Context: an optimization exercise on an open-source flow, tuned for small area, a short achievable clock period and few clock cycles per item. The choices shown serve that exercise and are no tape-out recipe.
In this exercise RTL edits were held to simulation tests only and were not proved equivalent to the original.

## run.sh

```bash
#!/bin/bash
# synth_recipe.tcl (not shown) runs the flow's synth.tcl, then flattens the netlist and writes it again
# the make line also repeats each setting of config.mk as NAME=value (left out here)
make -C /OpenROAD-flow-scripts/flow DESIGN_CONFIG=/design/flow/config.mk WORK_HOME=/design/flow/orfs CLKGATE_MAP_FILE= SYNTH_SCRIPT=/design/flow/synth_recipe.tcl finish
```

## config.mk

```make
export PLATFORM = sky130hd
export DESIGN_NAME = alu_seq
export DESIGN_NICKNAME = alu_seq
export VERILOG_FILES = /design/flow/design.v
export SDC_FILE = /design/flow/constraint.sdc
export NUM_CORES = 4
export LEC_CHECK = 0
export CAP_MARGIN = 20
export CORE_MARGIN = 2
export CORE_UTILIZATION = 40
export PLACE_DENSITY = 0.6
export SETUP_SLACK_MARGIN = 4
export SLEW_MARGIN = 20
```

## constraint.sdc

```tcl
create_clock -name core_clock -period 8.0 [get_ports {clk_i}]
set_input_delay 1.6000 -clock core_clock [delete_from_list [all_inputs] [get_ports {clk_i}]]
set_output_delay 1.6000 -clock core_clock [all_outputs]
set_load 0.01 [all_outputs]
```

## design.v

```verilog
module alu_seq #(
  parameter int XLEN = 64
) (
  input  logic            clk_i,
  input  logic            rst_n_i,
  input  logic            req_valid_i,
  output logic            req_ready_o,
  input  logic [3:0]      op_i,
  input  logic [XLEN-1:0] a_i,
  input  logic [XLEN-1:0] b_i,
  input  logic            cin_i,
  output logic            rsp_valid_o,
  input  logic            rsp_ready_i,
  output logic [XLEN-1:0] result_o,
  output logic            cflag_o,
  output logic            vflag_o,
  output logic            zflag_o
);
  localparam int SHW = $clog2(XLEN);
  localparam logic [3:0] OP_ADD  = 4'd0;
  localparam logic [3:0] OP_SUB  = 4'd1;
  localparam logic [3:0] OP_AND  = 4'd2;
  localparam logic [3:0] OP_XOR  = 4'd3;
  localparam logic [3:0] OP_SLL  = 4'd4;
  localparam logic [3:0] OP_SRL  = 4'd5;
  localparam logic [3:0] OP_SRA  = 4'd6;
  localparam logic [3:0] OP_SLTU = 4'd7;
  localparam logic [3:0] OP_SLT  = 4'd8;
  localparam logic [3:0] OP_MULU = 4'd9;
  localparam logic [3:0] OP_DIVU = 4'd10;
  localparam logic [3:0] OP_REMU = 4'd11;
  localparam logic [1:0] PH_SINGLE = 2'd0;   
  localparam logic [1:0] PH_MSETUP = 2'd1;   
  localparam logic [1:0] PH_DSETUP = 2'd2;   
  localparam logic [1:0] PH_ITER   = 2'd3;   
  function automatic logic [SHW:0] nbits(input logic [XLEN-1:0] x);
    logic [XLEN-1:0]  nz [SHW+1];
    logic [SHW-1:0]   ix [SHW+1][XLEN];
    nz[0] = x;
    for (int j = 0; j < XLEN; j++) ix[0][j] = '0;
    for (int k = 1; k <= SHW; k++) begin
      nz[k] = '0;
      for (int j = 0; j < (XLEN >> k); j++) begin
        ix[k][j] = '0;
        nz[k][j] = nz[k-1][2*j+1] | nz[k-1][2*j];
        if (nz[k-1][2*j+1]) ix[k][j] = ix[k-1][2*j+1] | SHW'(1 << (k-1));
        else                ix[k][j] = ix[k-1][2*j];
      end
      for (int j = (XLEN >> k); j < XLEN; j++) ix[k][j] = '0;
    end
    nbits = nz[SHW][0] ? ({1'b0, ix[SHW][0]} + (SHW+1)'(1)) : '0;
  endfunction
  logic             ev;           
  logic [1:0]       ph;
  logic [SHW-1:0]   cnt;
  logic [XLEN-1:0]  x_q, y_q, p_q;
  logic [SHW:0]     na_q, nb_q;   
  logic             o_add, o_arith, o_and, o_xor, o_sll, o_srl, o_sra;
  logic             o_sltu, o_slt, o_mul, o_div, o_rem;
  logic             b_two, b_nz, b_neg, ci_q;
  logic             r0v, r1v;
  logic [XLEN-1:0]  r0_res, r1_res;
  logic             r0_c, r0_v, r1_c, r1_v;
  logic early;        
  logic e_last;       
  logic fire;         
  logic accept;
  logic take;
  assign early  = (nb_q == '0) || (na_q < nb_q);
  assign e_last = (ph == PH_SINGLE) ||
                  (ph == PH_ITER && cnt == '0) ||
                  (ph == PH_DSETUP && early);
  assign fire   = ev & e_last & ~r1v;
  assign req_ready_o = ~ev | (e_last & ~r1v);
  assign accept = req_valid_i & req_ready_o;
  assign take   = r0v & rsp_ready_i;
  logic [XLEN-1:0] bop;
  logic [XLEN:0]   sum_full;
  logic [XLEN-1:0] sum;
  logic            cout, ovf;
  assign bop      = ((b_two ? {y_q[XLEN-2:0], 1'b0} : y_q) & {XLEN{b_nz}}) ^ {XLEN{b_neg}};
  assign sum_full = {1'b0, x_q} + {1'b0, bop} + {{XLEN{1'b0}}, ci_q};
  assign sum      = sum_full[XLEN-1:0];
  assign cout     = sum_full[XLEN];
  assign ovf      = (x_q[XLEN-1] == bop[XLEN-1]) && (sum[XLEN-1] != x_q[XLEN-1]);
  logic            norm;
  logic [XLEN-1:0] sh_d;
  logic [SHW-1:0]  sh_s;
  logic            sh_left;
  logic [XLEN-1:0] sh_hi, sh_lo;
  logic [SHW-1:0]  sh_amt;
  logic [2*XLEN-1:0] sh_cat;
  logic [XLEN-1:0] sh_out;
  logic [SHW:0]    dalign;
  assign norm    = (ph == PH_DSETUP);
  assign dalign  = na_q - nb_q;
  assign sh_d    = norm ? y_q : x_q;
  assign sh_s    = norm ? dalign[SHW-1:0] : y_q[SHW-1:0];
  assign sh_left = norm | o_sll;
  assign sh_hi   = sh_left ? {1'b0, sh_d[XLEN-1:1]} : {XLEN{o_sra & sh_d[XLEN-1]}};
  assign sh_lo   = sh_left ? {sh_d[0], {(XLEN-1){1'b0}}} : sh_d;
  assign sh_amt  = sh_left ? ~sh_s : sh_s;
  assign sh_cat  = {sh_hi, sh_lo} >> sh_amt;
  assign sh_out  = sh_cat[XLEN-1:0];
  logic [XLEN-1:0] alu_res;
  logic            alu_c, alu_v;
  always_comb begin
    alu_res = '0;
    if (o_add)  alu_res = alu_res | sum;
    if (o_and)  alu_res = alu_res | (x_q & y_q);
    if (o_xor)  alu_res = alu_res | (x_q ^ y_q);
    if (o_sll | o_srl | o_sra) alu_res = alu_res | sh_out;
    if (o_sltu) alu_res = alu_res | {{(XLEN-1){1'b0}}, ~cout};
    if (o_slt)  alu_res = alu_res | {{(XLEN-1){1'b0}}, sum[XLEN-1] ^ ovf};
    alu_c = o_arith & cout;
    alu_v = o_arith & ovf;
  end
  logic            swap;
  logic [SHW:0]    nmin;
  logic [XLEN-1:0] mplier;
  logic [XLEN-1:0] x_nx, y_nx, p_nx;
  logic [1:0]      bd;        
  logic            bd_prev;
  assign swap   = na_q < nb_q;
  assign nmin   = swap ? na_q : nb_q;
  assign mplier = swap ? x_q : y_q;
  always_comb begin
    x_nx = x_q;
    y_nx = y_q;
    p_nx = p_q;
    bd      = 2'b00;
    bd_prev = 1'b0;
    case (ph)
      PH_MSETUP: begin
        x_nx = '0;
        y_nx = swap ? y_q : x_q;
        p_nx = mplier;
        bd      = mplier[1:0];
        bd_prev = 1'b0;
      end
      PH_DSETUP: begin
        y_nx = sh_out;
        p_nx = {XLEN{nb_q == '0}};
      end
      PH_ITER: begin
        if (o_mul) begin
          x_nx = sum;
          y_nx = {y_q[XLEN-3:0], 2'b00};
          p_nx = {2'b00, p_q[XLEN-1:2]};
          bd      = p_q[3:2];
          bd_prev = p_q[1];
        end else begin
          x_nx = cout ? sum : x_q;
          y_nx = {1'b0, y_q[XLEN-1:1]};
          p_nx = {p_q[XLEN-2:0], cout};
        end
      end
      default: ;
    endcase
  end
  logic [XLEN-1:0] e_res;
  logic            e_c, e_v;
  always_comb begin
    if (ph == PH_SINGLE) begin
      e_res = alu_res;
      e_c   = alu_c;
      e_v   = alu_v;
    end else begin
      e_res = o_div ? p_nx : x_nx;
      e_c   = 1'b0;
      e_v   = 1'b0;
    end
  end
  logic advance;    
  assign advance = ev & (~e_last | fire);
  always_ff @(posedge clk_i or negedge rst_n_i) begin
    if (!rst_n_i) begin
      ev <= 1'b0;
      ph <= PH_SINGLE;
    end else if (accept) begin
      ev <= 1'b1;
      ph <= (op_i == OP_MULU) ? PH_MSETUP :
            (op_i == OP_DIVU || op_i == OP_REMU) ? PH_DSETUP : PH_SINGLE;
    end else if (advance) begin
      if (e_last) ev <= 1'b0;
      else        ph <= PH_ITER;
    end
  end
  always_ff @(posedge clk_i) begin
    if (accept) begin
      x_q    <= a_i;
      y_q    <= b_i;
      na_q   <= nbits(a_i);
      nb_q   <= nbits(b_i);
      o_add   <= (op_i == OP_ADD) || (op_i == OP_SUB);
      o_arith <= (op_i == OP_ADD) || (op_i == OP_SUB) || (op_i == OP_SLTU) || (op_i == OP_SLT);
      o_and   <= (op_i == OP_AND);
      o_xor   <= (op_i == OP_XOR);
      o_sll   <= (op_i == OP_SLL);
      o_srl   <= (op_i == OP_SRL);
      o_sra   <= (op_i == OP_SRA);
      o_sltu  <= (op_i == OP_SLTU);
      o_slt   <= (op_i == OP_SLT);
      o_mul   <= (op_i == OP_MULU);
      o_div   <= (op_i == OP_DIVU);
      o_rem   <= (op_i == OP_REMU);
      b_two  <= 1'b0;
      b_nz   <= 1'b1;
      b_neg  <= (op_i != OP_ADD);
      ci_q   <= (op_i == OP_ADD) ? cin_i : 1'b1;
    end else if (advance && !e_last) begin
      x_q <= x_nx;
      y_q <= y_nx;
      p_q <= p_nx;
      if (o_mul) begin
        b_two <= (bd == 2'b01 && bd_prev) || (bd == 2'b10 && !bd_prev);
        b_nz  <= !((bd == 2'b11 && bd_prev) || (bd == 2'b00 && !bd_prev));
        b_neg <= bd[1] && !(bd[0] && bd_prev);
        ci_q  <= bd[1] && !(bd[0] && bd_prev);
      end
      if (ph == PH_MSETUP)      cnt <= SHW'(nmin >> 1);
      else if (ph == PH_DSETUP) cnt <= dalign[SHW-1:0];
      else                      cnt <= cnt - SHW'(1);
    end
  end
  always_ff @(posedge clk_i or negedge rst_n_i) begin
    if (!rst_n_i) begin
      r0v <= 1'b0;
      r1v <= 1'b0;
    end else begin
      if (!r0v || take) begin
        r0v <= r1v | fire;
        r1v <= 1'b0;
      end else if (fire) begin
        r1v <= 1'b1;
      end
    end
  end
  always_ff @(posedge clk_i) begin
    if (!r0v || take) begin
      r0_res <= r1v ? r1_res : e_res;
      r0_c   <= r1v ? r1_c   : e_c;
      r0_v   <= r1v ? r1_v   : e_v;
    end
    if (r0v && !take && fire) begin
      r1_res <= e_res;
      r1_c   <= e_c;
      r1_v   <= e_v;
    end
  end
  assign rsp_valid_o = r0v;
  assign result_o    = r0_res;
  assign cflag_o     = r0_c;
  assign vflag_o     = r0_v;
  assign zflag_o     = (r0_res == '0);
endmodule
```

==> notes.md, run 1 <==
outcome finished clean; R2R cell count 20; number of port buffers 205; CTS tree yes; fin crit share 59.24%; CP arrival 5.15 ns; Cell Area, Synth around 42,000 um2; maxcap violations 0; unrepaired setup endpoints after global routing yes; routed length per placed instance ~43 um; top cell type by total area after synthesis edfxtp_1; Final Max Tran Viols 0; Worst-Margin Slew 1.307 ns; vias in the first global route approximately 48,000; worst-skew pair later-pin latency 0.70 ns; initial antenna violation count 33; Iteration-0 DRC Markers just under 10,000; residual DRC count 0; Detail Route Antenna Nets 0; fin crit period between 4 and 5 ns; critical path class reg -> reg; share of cells above drive strength 1 around a third; Die Span Y roughly 330 um; Cells after Synth between 5,000 and 6,000; Worst-path clk slew ~0.060 ns; worst hold-check path type reg -> reg; Rel. slew slack 12.86%; Critical Path End Type flip-flop; Top FF cell, synth edfxtp_1; synth warn 5; clock buffer count from CTS 47; cell family with most CP delay compound AO/OA/AOI/OAI gates; total track usage 53.84%; Multi-input gate area approximately 35,000 um2; chip width about 330 um; Post-Syn Nets around 5,400; Reg area around 11,000 um2; post-synthesis sequential area ratio around 26%; GPL Wtd Cong approximately 1.1; CP max FO 6; Max Buffers Root-to-Sink 3; worst flop-to-flop path startpoint b_two; Hold-fix buffers, CTS 0; Core Footprint approximately 100,000 um2; post-DR vias/cell 7.466; startpoint types flip-flop; total clock sinks between 300 and 400; FF-to-FF setup slack about 3.3 ns; ranking of synthesized cells by area edfxtp_1, mux2i_1, nand2_1; area share of the largest cell type after synthesis about 26%; Final Skew roughly 0.048 ns; drt first pass iters 10; die area 107,300 um2; Async S/R FF share, synth 1.374%; Required @ worst endpoint 8.41 ns; cell chain of the critical path buf_12, buf_12, nand3b_1, xor2_1, fa_2, fa_2, nand2b_4, a21oi_4, o211ai_1, o2111ai_4, and3_4, o21ai_4, buf_12, buf_6, buf_16, buf_4, a32oi_4, o2111ai_2, and2_4, mux2_2; Final Hold Fails 0; Fill cells about 9,400; grt total ovfl 0; Final setup violation count 0; Crit path largest cell delay between 0.3 and 0.4 ns; number of synthesized flops with an enable pin approximately 360; Rows between 100 and 150; min-delay src r1_res[7]; IO Count around 200; Synth top cells by count nand2_1, nor2_1, edfxtp_1, a21oi_1, mux2i_1; dpl hpwl ~220 mm; via count roughly 53,000; Hold Crit Endpoint r0_res[7]; cell mode on critical path buf_12; Critical-path top delay cell dfxtp_4; Yosys cell types approximately 120; H-tree depth reported by CTS 2; CTS Root Cell clkbuf_16; Layout Nets roughly 6,000; Avg Inst Size Synth slightly above 8 um2; cell count of the worst hold path 2; largest net degree at the start of global routing slightly above 80; setup TNS 0 ns; Layout Area Growth over Synthesis 43.07%; RR Endpoint r0_res[26]; Crit path depth 20; Initial Utilization 40.40%; first-pass GRT wire length between 400 and 500 mm; Routed WL 309.1 mm; number of synthesized register bits 364; Crit path buffers/inverters 6; top-count cell post-synth nand2_1; fmax about 210 MHz
-- placed cells by master (no fill, tap or decap), drive strengths merged, types with 40 or more instances in the layout --
cell type	n
o21a	69
inv	102
mux2	160
a211oi	84
xnor2	109
clkdlybuf4s50	162
mux2i	345
ha	137
a22o	42
nor3	115
o31ai	44
buf	782
clkbuf	75
nor2	420
nand3	242
a31oi	84
o21ai	313
a22oi	76
o211ai	100
and2	40
a21oi	357
o221ai	68
a221o	43
nor4	52
a221oi	91
o22ai	48
nand4	48
edfxtp	357
nand2	563
-- through the flow --
step	hold slack, ns	cell area [um2]	setup WS (ns)	instances	util [%]
after detailed placement	0.5107	45780	1.964	6466	44.17
after floorplan	0.4927	42250	3.764	5138	-
final	0.5273	59910	3.261	7132	57.80
after global routing	0.5555	59880	3.212	7118	57.77
after CTS	0.5234	54790	3.439	6893	52.86
after global placement	0.5102	45770	1.907	6465	44.16
-- layout make-up --
class | count | area share [%]
multi-input cells | 4175 | 58.35
flip-flops and latches | 364 | 18.20
repair buffers | 1008 | 17.23
well taps | 1380 | 2.882
clock buffers | 60 | 2.111
inverters | 104 | 0.7101
clock inverters | 23 | 0.4407
diodes | 18 | 0.07518
-- metal layers --
metal	up-vias	wire, um	track usage [%]	share of wire, %
li1	20940	-	-	-
met1	25680	106900	64.06	35
met2	5069	116800	72.92	38
met3	1524	48230	23.63	16
met4	28	36450	47.40	12
met5	-	685	0	0.22
-- cell families after synthesis --
group	after synthesis	synth area share [%]
XOR/XNOR	137	2.928
AND/OR/NAND/NOR	1654	18.05
buffers and inverters	603	6.382
AO/OA/AOI/OAI	1714	28.69
multiplexers	526	13.73
flip-flops	364	25.99
adder cells (fa/ha/maj)	140	4.237
-- registers in the layout (all words and copies together) (netlist names), 2 cells and up --
register / count
p_q: 64
r0_res: 64
r1_res: 64
x_q: 64
y_q: 64
na_q: 7
nb_q: 7
cnt: 6
ph: 2
-- worst max path at each step --
stage | start | end | slack, ns
global route | b_two | r0_res[3] | 3.21
floorplan | y_q[0] | r0_res[50] | 3.76
CTS | b_two | r0_res[5] | 3.44
global placement | b_two | r0_res[36] | 1.91
finish | b_two | r0_res[26] | 3.26
detailed placement | b_two | r0_res[3] | 1.96
-- worst register-to-register path, stage by stage (launching register included) --
cell and delay (ns):
dfxtp_4 0.36, buf_12 0.14, buf_12 0.15, nand3b_1 0.18
xor2_1 0.19, fa_2 0.36, fa_2 0.36, nand2b_4 0.16
a21oi_4 0.26, o211ai_1 0.29, o2111ai_4 0.27, and3_4 0.30
o21ai_4 0.07, buf_12 0.16, buf_6 0.13, buf_16 0.14
buf_4 0.14, a32oi_4 0.22, o2111ai_2 0.15, and2_4 0.19
mux2_2 0.26
-- timing repair --
action	CTS	global route
buffers inserted	325	204
resized for setup	880	663
pin swaps	200	302
endpoints found under the setup margin	575	399
cloned	19	17
Testbench counts, summed over its fixed seeds: cycles 8,920, items 2,048.
==> run 2: changes to the inputs <==
--- a/config.mk
+++ b/config.mk
@@ -10,4 +10,3 @@
 export CORE_UTILIZATION = 40
 export PLACE_DENSITY = 0.6
-export SETUP_SLACK_MARGIN = 4
 export SLEW_MARGIN = 20
==> notes.md, run 2 <==
cell count of the worst hold path 2 (unchanged); Crit path largest cell delay 1.02 ns (+0.66 ns); routed length per placed instance 41.24 um (-4.8%); Final setup violation count 0 (unchanged); outcome finished clean; number of synthesized flops with an enable pin 357 (unchanged); Fill cells 10,470 (+12%); FF-to-FF setup slack 1.57 ns (-1.69 ns); Iteration-0 DRC Markers 8,314 (-14%); residual DRC count 0 (unchanged); Critical Path End Type flip-flop; CTS tree yes; Die Span Y 327.6 um (unchanged); fmax 155.6 MHz (-26%); busiest grt layer met2; Post-Syn Nets 5,415 (unchanged); Rel. slew slack 9.947% (-2.9 points); total clock sinks 364 (unchanged); Worst-Margin Slew 1.343 ns (+0.03554 ns); M2 GR Usage 67.46% (-5.5 points); met3 usage 18.41% (-5.2 points); Hold-fix buffers, CTS 0 (unchanged); fin crit share 80.32% (+21 points); chip width 327.6 um (unchanged); post-synthesis sequential area ratio 25.99% (unchanged); Routed WL 270.0 mm (-13%); clock buffer count from CTS 46 (-2.1%); Required @ worst endpoint 8.49 ns (+0.08 ns); non-filler instance count after layout 6,547 (-8.2%); Detail Route Antenna Nets 0 (unchanged); dpl hpwl 208.4 mm (-3.6%); die area 107,300 um2 (unchanged); Max Buffers Root-to-Sink 3 (unchanged); R2R cell count 13 (-35%); commonest non-fill, non-tap cell in the layout nand2_1; DP Worst Slack 1.902 ns (-0.06207 ns); number of synthesized register bits 364 (unchanged); Cell Area, Synth 41,880 um2 (unchanged); H-tree depth reported by CTS 2 (unchanged); final core occ 45.29% (-13 points); Final Max Tran Viols 0 (unchanged); first-pass GRT wire length 364.2 mm (-9.4%); CP arrival 6.91 ns (+1.76 ns); worst-skew pair later-pin latency 0.69 ns (about the same); area share of the largest cell type after synthesis 25.60% (unchanged); Layout Nets 5,397 (-9.7%); Critical-path top delay cell a2111oi_0; Inst Count DP 6,450 (-0.25%); top-count cell post-synth nand2_1; Async S/R FF share, synth 1.374% (unchanged); worst hold-check path type reg -> reg; number of port buffers 205 (unchanged); RR Endpoint r0_res[0]; initial antenna violation count 18 (-45%); Final Skew 0.03920 ns (-0.009080 ns); CP max FO 30 (+24); Top FF cell, synth edfxtp_1; min-delay src r1_res[47]; fin crit period 6.425 ns (+1.686 ns); Layout Area Growth over Synthesis 12.09%; grt total ovfl 0 (unchanged); via count 48,630 (-8.7%); Core Footprint 103,600 um2 (unchanged); ranking of synthesized cells by area edfxtp_1, mux2i_1, nand2_1; drt first pass iters 9 (-1); Avg Inst Size Synth 8.150 um2 (unchanged); met1 Usage GRT 60.02% (-4.0 points); maxcap violations 0 (unchanged); critical path class reg -> reg; Rows 118 (unchanged); setup TNS 0 ns (unchanged); most frequent cells in the layout nand2_1, nor2_1, edfxtp_1, a21oi_1, mux2i_1; Worst-path clk slew 0.07 ns (about the same); total track usage 48.47% (-5.4 points); startpoint types flip-flop; largest net degree at the start of global routing 97 (+20%); CTS Root Cell clkbuf_16; Final Hold Fails 0 (unchanged); vias in the first global route 43,830 (-8.7%); post-CTS resize count 0 (-100%); cell chain of the critical path buf_4, mux2_2, nand2_1, xnor2_1, ha_1, nand4_1, nor4b_1, nand3_2, a2111oi_0, o21ai_0, a31oi_1, and2_1, a22o_1; top cell type by total area after synthesis edfxtp_1; IO Count 206 (unchanged); synth warn 5 (unchanged); Synth top cells by count nand2_1, nor2_1, edfxtp_1, a21oi_1, mux2i_1; Hold Crit Endpoint r0_res[47]; worst setup margin 1.575 ns (-1.686 ns); worst flop-to-flop path startpoint b_two; share of cells above drive strength 1 11.71% (-23 points); unrepaired setup endpoints after global routing no; GPL Wtd Cong 1.133 (+1.1%); Cells after Synth 5,138 (unchanged); post-DR vias/cell 7.428 (-0.50%); Initial Utilization 40.40% (unchanged); Yosys cell types 118 (unchanged); Post-CTS Setup Inserts 0 (-100%)
-- run 2: cell counts after synthesis --
No cell type changed its count.
-- run 2: worst max-delay path by stage --
| stage | start | to | cells after the start |
|---|---|---|---|
| floorplan | rsp_ready_i | r1_c | 2 |
| global placement | b_two | r0_res[0] | 13 |
| detailed placement | b_two | r0_res[0] | 13 |
| CTS | b_two | r0_res[0] | 13 |
| global route | b_two | r0_res[0] | 13 |
| finish | b_two | r0_res[0] | 13 |
-- run 2: stage by stage --
step                      cell area, um2  hold slack, ns
after floorplan                    41880          0.4927
after global placement             45370          0.5087
after detailed placement           45380          0.5210
after CTS                          46900          0.5217
after global routing               46920          0.5591
final                              46940          0.5281
-- run 2: worst max-delay path: cells and delay by family, from the launching register on --
kind / cells / cell delay (ns)
AO/OA/AOI/OAI: 4 / 2.18
AND/OR/NAND/NOR: 5 / 1.83
flip-flops: 1 / 0.82
adder cells (fa/ha/maj): 1 / 0.49
buffers and inverters: 1 / 0.46
multiplexers: 1 / 0.38
XOR/XNOR: 1 / 0.07
-- run 2: layout make-up --
cell class	count	area [um2]	share of cell area, %
Sequential cell	364	10900	23.21
Clock inverter	23	256.5	0.5464
Clock buffer	61	1257	2.679
Tap cell	1380	1727	3.678
Timing Repair Buffer	433	3876	8.258
Inverter	104	395.4	0.8423
Multi-Input combinational cell	4171	28500	60.72
Antenna cell	11	27.53	0.05864
-- run 2: logic make-up after synthesis --
family | share of synthesized area (%)
AO/OA/AOI/OAI | 28.69
adder cells (fa/ha/maj) | 4.237
multiplexers | 13.73
XOR/XNOR | 2.928
buffers and inverters | 6.382
flip-flops | 25.99
AND/OR/NAND/NOR | 18.05
-- run 2: routing by layer --
layer / share of wire (%) / vias to the layer above
li1: - / 19740
met1: 37 / 23570
met2: 39 / 4319
met3: 14 / 998
met4: 10 / 10
met5: 0.053 / -

==> afterwards: timing with drivers on the ports <==
No port has a modelled driver above. Below, the same layouts with a new extraction and two added sets of constraints. Step 1 sets driving cells, clkbuf_16 on the clock port and buf_2 on the other inputs (assumed; they add their load-dependent delay and slew). Step 2 adds t to the input delays and takes it off the output delays; t is the mean of the earliest and latest rising clock arrival at the registers after step 1. Input paths then give back, and output paths get back, about the clock's delay inside the block. Three values: ideal ports, drivers, drivers and shift; two values: the first two.
run | t (ns) | slack for setup (ns) | hold WS [ns] | worst setup path at the end | worst data-port slew with drivers (ns)
run 1 | 0.760 | 3.261 / 3.261 / 3.261 | 0.527 / 0.527 / 0.527 | register to register | 0.10
run 2 | 0.746 | 1.575 / 1.575 / 1.575 | 0.528 / 0.528 / 0.528 | register to register | 0.09
After both steps every run listed still meets setup and hold.
